This design comes from an exercise in tuning for small area, a short achievable clock period and few clock cycles per item on the open sky130 flow, not from production work. At most, simulation tests tie the RTL to the original design; equivalence was not proved. No activity file was given, so power comes from the tool's default toggle rates.

==> inputs of run a <==
## soc_curve_interp_validate
module soc_curve_interp_validate #(
  parameter int NUM_POINTS = 8
) (
  input  logic        clk,
  input  logic        rst,
  input  logic        cfg_wen,
  input  logic        cfg_index,
  input  logic [7:0]  cfg_data,
  input  logic        in_valid,
  output logic        in_ready,
  input  logic [19:0] in_data,
  output logic        out_valid,
  input  logic        out_ready,
  output logic [15:0] out_data
);
  logic [7:0] ve;
  logic [6:0] mt;
  logic       busy;
  always_ff @(posedge clk) begin
    if (rst) begin
      ve <= 8'd53;
      mt <= 7'd5;
    end else begin
      if (cfg_wen && cfg_index) mt <= cfg_data[6:0];
      if (cfg_wen && !cfg_index) ve <= cfg_data;
      else if (busy && eseg != 3'd5) ve <= {ve[1:0], ve[7:2]};
    end
  end
  logic [2:0]  eseg;    
  logic [1:0]  ebit;
  logic [13:0] acc;
  logic [1:0]  vbits;
  logic [15:0] mk;      
  logic [15:0] acc_sum;
  logic [13:0] acc_next;
  logic [4:0]  t1;
  logic [5:0]  t2;
  logic [6:0]  t3;
  logic [6:0]  t4;
  logic [5:0]  t5;
  assign vbits = ve[1:0];
  logic kt_new_n22, kt_new_n23, kt_new_n25, kt_new_n26, kt_new_n28, kt_new_n29, kt_new_n30, kt_new_n31, kt_new_n32, kt_new_n33, kt_new_n35, kt_new_n36, kt_new_n37, kt_new_n38, kt_new_n39, kt_new_n41, kt_new_n42, kt_new_n43, kt_new_n44, kt_new_n45, kt_new_n47, kt_new_n48, kt_new_n49, kt_new_n51, kt_new_n52, kt_new_n53, kt_new_n55, kt_new_n56, kt_new_n58, kt_new_n60, kt_new_n61, kt_new_n62, kt_new_n63, kt_new_n65, kt_new_n66, kt_new_n67, kt_new_n69, kt_new_n71, kt_new_n72, kt_new_n73, kt_new_n76;
  assign kt_new_n22 = ~eseg[2] & vbits[0];
  assign kt_new_n23 = eseg[1] & kt_new_n22;
  assign mk[15] = vbits[1] & kt_new_n23;
  assign kt_new_n25 = ~eseg[2] & vbits[1];
  assign kt_new_n26 = ~vbits[0] & kt_new_n25;
  assign mk[14] = eseg[1] & kt_new_n26;
  assign kt_new_n28 = eseg[1] & ~eseg[0];
  assign kt_new_n29 = ~eseg[1] & ~eseg[0];
  assign kt_new_n30 = ~eseg[2] & kt_new_n29;
  assign kt_new_n31 = vbits[0] & kt_new_n29;
  assign kt_new_n32 = eseg[2] & kt_new_n31;
  assign kt_new_n33 = ~kt_new_n23 & ~kt_new_n32;
  ...
Settings: LEC_CHECK=0, ABC_AREA=1, CAP_MARGIN=20, CORE_MARGIN=2, CORE_UTILIZATION=50, CTS_BUF_LIST=sky130_fd_sc_hd__clkbuf_8, CTS_CLUSTER_DIAMETER=150, CTS_CLUSTER_SIZE=50, SETUP_SLACK_MARGIN=5, SLEW_MARGIN=20, TNS_END_PERCENT=0; clock period 10.0 ns.
standard.sh (not shown) runs the stock make flow with config.mk's settings and CLKGATE_MAP_FILE= SYNTH_SCRIPT=/design/flow/synth_recipe.tcl, a recipe that flattens the netlist after the stock synthesis.
==> flow/flow/run.sh <==
#!/bin/bash
set -euo pipefail
MARGIN=${FLOW_SETUP_MARGIN:-6.9}
export BUFFER_PORTS_ARGS="-buffer_cell sky130_fd_sc_hd__buf_1"
sed "s/SETUP_SLACK_MARGIN=[0-9.]*/SETUP_SLACK_MARGIN=${MARGIN}/" standard.sh > standard_margin.sh
bash standard_margin.sh > standard.log 2>&1
==> inputs of run b, as changes to run a <==
--- a/flow/design.v
+++ b/flow/design.v
@@ -19,15 +19,15 @@
   always_ff @(posedge clk) begin
     if (rst) begin
       ve <= 8'd53;
       mt <= 7'd5;
     end else begin
       if (cfg_wen && cfg_index) mt <= cfg_data[6:0];
       if (cfg_wen && !cfg_index) ve <= cfg_data;
-      else if (busy && eseg != 3'd5) ve <= {ve[1:0], ve[7:2]};
+      else if (busy) ve <= {ve[1:0], ve[7:2]};
     end
   end
   logic [2:0]  eseg;    
   logic [1:0]  ebit;
   logic [13:0] acc;
   logic [1:0]  vbits;
   logic [15:0] mk;      
@@ -102,30 +102,31 @@
   always_ff @(posedge clk) begin
     if (rst || (cfg_wen && !cfg_index)) begin
       busy <= 1'b1;
       eseg <= 3'd0;
       ebit <= 2'd0;
     end else if (busy) begin
       ebit <= ebit + 2'd1;
-      if (ebit == 2'd3) eseg <= eseg + 3'd1;
-      if (eseg == 3'd5) busy <= 1'b0;
+      if (ebit == 2'd3) begin
+        eseg <= eseg + 3'd1;
+        if (eseg == 3'd4) busy <= 1'b0;
+      end
     end
   end
   always_ff @(posedge clk) begin
     acc <= acc_next;
   end
   always_ff @(posedge clk) begin
-    if (busy && ebit == 2'd0) begin
+    if (busy && ebit == 2'd3) begin
       case (eseg)
-        3'd1: t1 <= acc[11:7];
-        3'd2: t2 <= acc[12:7];
-        3'd3: t3 <= acc[13:7];
-        3'd4: t4 <= acc[13:7];
-        3'd5: t5 <= acc[12:7];
-        default: ;
+        3'd0: t1 <= acc_next[11:7];
+        3'd1: t2 <= acc_next[12:7];
+        3'd2: t3 <= acc_next[13:7];
+        3'd3: t4 <= acc_next[13:7];
+        default: t5 <= acc_next[12:7];
       endcase
     end
   end
   logic [2:0] t6;
   logic [1:0] t7;
   logic t67_new_n14, t67_new_n15, t67_new_n16, t67_new_n17, t67_new_n18, t67_new_n19, t67_new_n21, t67_new_n22, t67_new_n23, t67_new_n24, t67_new_n25, t67_new_n26, t67_new_n27, t67_new_n28, t67_new_n30, t67_new_n31, t67_new_n32, t67_new_n33, t67_new_n34, t67_new_n35, t67_new_n36, t67_new_n37, t67_new_n38, t67_new_n39, t67_new_n40, t67_new_n41, t67_new_n42, t67_new_n43, t67_new_n44, t67_new_n45, t67_new_n46, t67_new_n47, t67_new_n48, t67_new_n51;
   assign t67_new_n14 = ve[7] & ve[6];
@@ -529,43 +530,42 @@
   logic [6:0] tol;
   logic [7:0] d;
   logic [6:0] ad;
   logic       ok;
   assign tol = (r1_t < mt) ? mt : r1_t;
   assign d   = {1'b0, r1_c} - {1'b0, r1_e};
   assign ad  = d[7] ? 7'(-d) : d[6:0];
-  assign ok  = ad < tol;
+  assign ok  = (ad < r1_t) || (ad < mt);
   logic       s_v;
   logic       s_ok, h_ok;
   logic [6:0] s_e, s_t, h_e, h_t;
   logic       h_free, r1_en, r0_en;
   assign h_free = !out_valid || out_ready;
   assign r1_en  = !r1_v || !s_v;
   assign r0_en  = !r0_v || r1_en;
-  logic       r0_v_n, r1_v_n, s_v_n, busy_n, busy_long_n;
+  logic       r0_v_n, r1_v_n, s_v_n, busy_n;
   always_comb begin
     r0_v_n = r0_en ? (in_valid && in_ready) : r0_v;
     r1_v_n = r1_en ? r0_v : r1_v;
     s_v_n  = h_free ? 1'b0 : (s_v || r1_v);
-    busy_n = (cfg_wen && !cfg_index) || (busy && eseg != 3'd5);
-    busy_long_n = (cfg_wen && !cfg_index) || (busy && eseg != 3'd5 && !(eseg == 3'd4 && ebit == 2'd3));
+    busy_n = (cfg_wen && !cfg_index) || (busy && !(ebit == 2'd3 && eseg == 3'd4));
   end
   always_ff @(posedge clk) begin
     if (rst) begin
       r0_v      <= 1'b0;
       r1_v      <= 1'b0;
       s_v       <= 1'b0;
       out_valid <= 1'b0;
       in_ready  <= 1'b0;
     end else begin
       r0_v      <= r0_v_n;
       r1_v      <= r1_v_n;
       s_v       <= s_v_n;
       out_valid <= h_free ? (s_v || r1_v) : 1'b1;
-      in_ready  <= !busy_long_n && (!r0_v_n || !r1_v_n || !s_v_n);
+      in_ready  <= !busy_n && (!r0_v_n || !r1_v_n || !s_v_n);
     end
   end
   always_ff @(posedge clk) begin
     if (r0_en) begin
       v    <= in_data[19:7];
       r0_c <= in_data[6:0];
     end
==> flow/run.sh (new file) <==
#!/bin/bash
# synth_recipe.tcl (not shown) runs the flow's synth.tcl, then flattens the netlist and writes it again
# the make line also repeats each setting of config.mk as NAME=value (left out here)
make -C /OpenROAD-flow-scripts/flow DESIGN_CONFIG=/design/flow/config.mk WORK_HOME=/design/flow/orfs CLKGATE_MAP_FILE= SYNTH_SCRIPT=/design/flow/synth_recipe.tcl finish
CORE_UTILIZATION = 40   (was 50)
CTS_BUF_LIST = default   (was sky130_fd_sc_hd__clkbuf_8)
CTS_CLUSTER_DIAMETER = default   (was 150)
CTS_CLUSTER_SIZE = default   (was 50)
TNS_END_PERCENT = default   (was 0)
removed: flow/flow/run.sh
removed: flow/standard.sh
==> inputs of run c, as changes to run a <==
--- a/flow/design.v
+++ b/flow/design.v
@@ -19,15 +19,15 @@
   always_ff @(posedge clk) begin
     if (rst) begin
       ve <= 8'd53;
       mt <= 7'd5;
     end else begin
       if (cfg_wen && cfg_index) mt <= cfg_data[6:0];
       if (cfg_wen && !cfg_index) ve <= cfg_data;
-      else if (busy && eseg != 3'd5) ve <= {ve[1:0], ve[7:2]};
+      else if (busy) ve <= {ve[1:0], ve[7:2]};
     end
   end
   logic [2:0]  eseg;    
   logic [1:0]  ebit;
   logic [13:0] acc;
   logic [1:0]  vbits;
   logic [15:0] mk;      
@@ -102,30 +102,31 @@
   always_ff @(posedge clk) begin
     if (rst || (cfg_wen && !cfg_index)) begin
       busy <= 1'b1;
       eseg <= 3'd0;
       ebit <= 2'd0;
     end else if (busy) begin
       ebit <= ebit + 2'd1;
-      if (ebit == 2'd3) eseg <= eseg + 3'd1;
-      if (eseg == 3'd5) busy <= 1'b0;
+      if (ebit == 2'd3) begin
+        eseg <= eseg + 3'd1;
+        if (eseg == 3'd4) busy <= 1'b0;
+      end
     end
   end
   always_ff @(posedge clk) begin
     acc <= acc_next;
   end
   always_ff @(posedge clk) begin
-    if (busy && ebit == 2'd0) begin
+    if (busy && ebit == 2'd3) begin
       case (eseg)
-        3'd1: t1 <= acc[11:7];
-        3'd2: t2 <= acc[12:7];
-        3'd3: t3 <= acc[13:7];
-        3'd4: t4 <= acc[13:7];
-        3'd5: t5 <= acc[12:7];
-        default: ;
+        3'd0: t1 <= acc_next[11:7];
+        3'd1: t2 <= acc_next[12:7];
+        3'd2: t3 <= acc_next[13:7];
+        3'd3: t4 <= acc_next[13:7];
+        default: t5 <= acc_next[12:7];
       endcase
     end
   end
   logic [2:0] t6;
   logic [1:0] t7;
   logic t67_new_n14, t67_new_n15, t67_new_n16, t67_new_n17, t67_new_n18, t67_new_n19, t67_new_n21, t67_new_n22, t67_new_n23, t67_new_n24, t67_new_n25, t67_new_n26, t67_new_n27, t67_new_n28, t67_new_n30, t67_new_n31, t67_new_n32, t67_new_n33, t67_new_n34, t67_new_n35, t67_new_n36, t67_new_n37, t67_new_n38, t67_new_n39, t67_new_n40, t67_new_n41, t67_new_n42, t67_new_n43, t67_new_n44, t67_new_n45, t67_new_n46, t67_new_n47, t67_new_n48, t67_new_n51;
   assign t67_new_n14 = ve[7] & ve[6];
@@ -529,43 +530,42 @@
   logic [6:0] tol;
   logic [7:0] d;
   logic [6:0] ad;
   logic       ok;
   assign tol = (r1_t < mt) ? mt : r1_t;
   assign d   = {1'b0, r1_c} - {1'b0, r1_e};
   assign ad  = d[7] ? 7'(-d) : d[6:0];
-  assign ok  = ad < tol;
+  assign ok  = (ad < r1_t) || (ad < mt);
   logic       s_v;
   logic       s_ok, h_ok;
   logic [6:0] s_e, s_t, h_e, h_t;
   logic       h_free, r1_en, r0_en;
   assign h_free = !out_valid || out_ready;
   assign r1_en  = !r1_v || !s_v;
   assign r0_en  = !r0_v || r1_en;
-  logic       r0_v_n, r1_v_n, s_v_n, busy_n, busy_long_n;
+  logic       r0_v_n, r1_v_n, s_v_n, busy_n;
   always_comb begin
     r0_v_n = r0_en ? (in_valid && in_ready) : r0_v;
     r1_v_n = r1_en ? r0_v : r1_v;
     s_v_n  = h_free ? 1'b0 : (s_v || r1_v);
-    busy_n = (cfg_wen && !cfg_index) || (busy && eseg != 3'd5);
-    busy_long_n = (cfg_wen && !cfg_index) || (busy && eseg != 3'd5 && !(eseg == 3'd4 && ebit == 2'd3));
+    busy_n = (cfg_wen && !cfg_index) || (busy && !(ebit == 2'd3 && eseg == 3'd4));
   end
   always_ff @(posedge clk) begin
     if (rst) begin
       r0_v      <= 1'b0;
       r1_v      <= 1'b0;
       s_v       <= 1'b0;
       out_valid <= 1'b0;
       in_ready  <= 1'b0;
     end else begin
       r0_v      <= r0_v_n;
       r1_v      <= r1_v_n;
       s_v       <= s_v_n;
       out_valid <= h_free ? (s_v || r1_v) : 1'b1;
-      in_ready  <= !busy_long_n && (!r0_v_n || !r1_v_n || !s_v_n);
+      in_ready  <= !busy_n && (!r0_v_n || !r1_v_n || !s_v_n);
     end
   end
   always_ff @(posedge clk) begin
     if (r0_en) begin
       v    <= in_data[19:7];
       r0_c <= in_data[6:0];
     end
==> flow/flow/run.sh (replaced) <==
#!/bin/bash
set -euo pipefail
MARGIN=${FLOW_SETUP_MARGIN:-6.6}
sed "s/SETUP_SLACK_MARGIN=[0-9.]*/SETUP_SLACK_MARGIN=${MARGIN}/" standard.sh > standard_margin.sh
bash standard_margin.sh > standard.log 2>&1
CORE_UTILIZATION = 40   (was 50)
CTS_BUF_LIST = default   (was sky130_fd_sc_hd__clkbuf_8)
CTS_CLUSTER_DIAMETER = default   (was 150)
CTS_CLUSTER_SIZE = default   (was 50)
TNS_END_PERCENT = default   (was 0)
==> notes.md <==
power of the clock network=440 uW; number of global-route vias before repair=6180; status=no timing/DRC/antenna violations; hold path startpoint=r0_c[2]; number of iterations in the first detailed-routing pass=5; sink of the worst hold path=r1_c[2]
# the run above: run a

==> notes.md <==
status=no timing/DRC/antenna violations; number of global-route vias before repair=6586; power of the clock network=649 uW; hold path startpoint=r0_c[0]; number of iterations in the first detailed-routing pass=6; area enclosed by the die boundary=0.0222 mm^2; area share of the largest cell type after synthesis=0.310; xor/xnor share of the synthesized area=0.0229; sink of the worst hold path=r1_c[0]
# the run above: run c

==> notes.md <==
status=no timing/DRC/antenna violations; number of global-route vias before repair=6620; hold path startpoint=r0_c[0]; power of the clock network=591 uW; reg-to-reg startpoint=ve[1]; HPWL reported at the end of detailed placement=15200 um; sink of the worst hold path=r1_c[0]; Power Sequential=731 uW
# the run above: run b

Testbench counts of run b, summed over its fixed seeds: cycles 3,368, items 3,200.
Testbench counts of run c, summed over its fixed seeds: cycles 3,368, items 3,200.
For run a, only the layout was checked, not whether the RTL still works.

==> static timing again, ports no longer ideal <==
In the flow no input, the clock included, has a driving cell. The finished layouts below were timed again as built, in two steps.
Step 1 sets driving cells, clkbuf_16 on the clock port and buf_2 on the other inputs (assumed; they add their load-dependent delay and slew).
Step 2 also shifts input and output timing later by t, the mid clock arrival at the registers, as if the neighbouring blocks saw the same clock.
a / b / c = no drivers / after step 1 / after step 2; a / b = the first two.
| run | t (ns) | slack for setup (ns) | worst data-port slew with drivers (ns) | pins driven straight from the clock port |
|---|---|---|---|---|
| run a | 0.484 | 6.799 / 6.799 / 6.378 | 0.04 | 1 |
| run b | 0.467 | 6.029 / 6.029 / 6.029 | 0.04 | 1 |
| run c | 0.468 | 6.575 / 6.575 / 6.433 | 0.04 | 1 |
After both steps every run listed still meets setup and hold. For run a, which loses most, drivers alone change the setup slack by 0.000 ns; drivers and shift together by -0.421 ns.
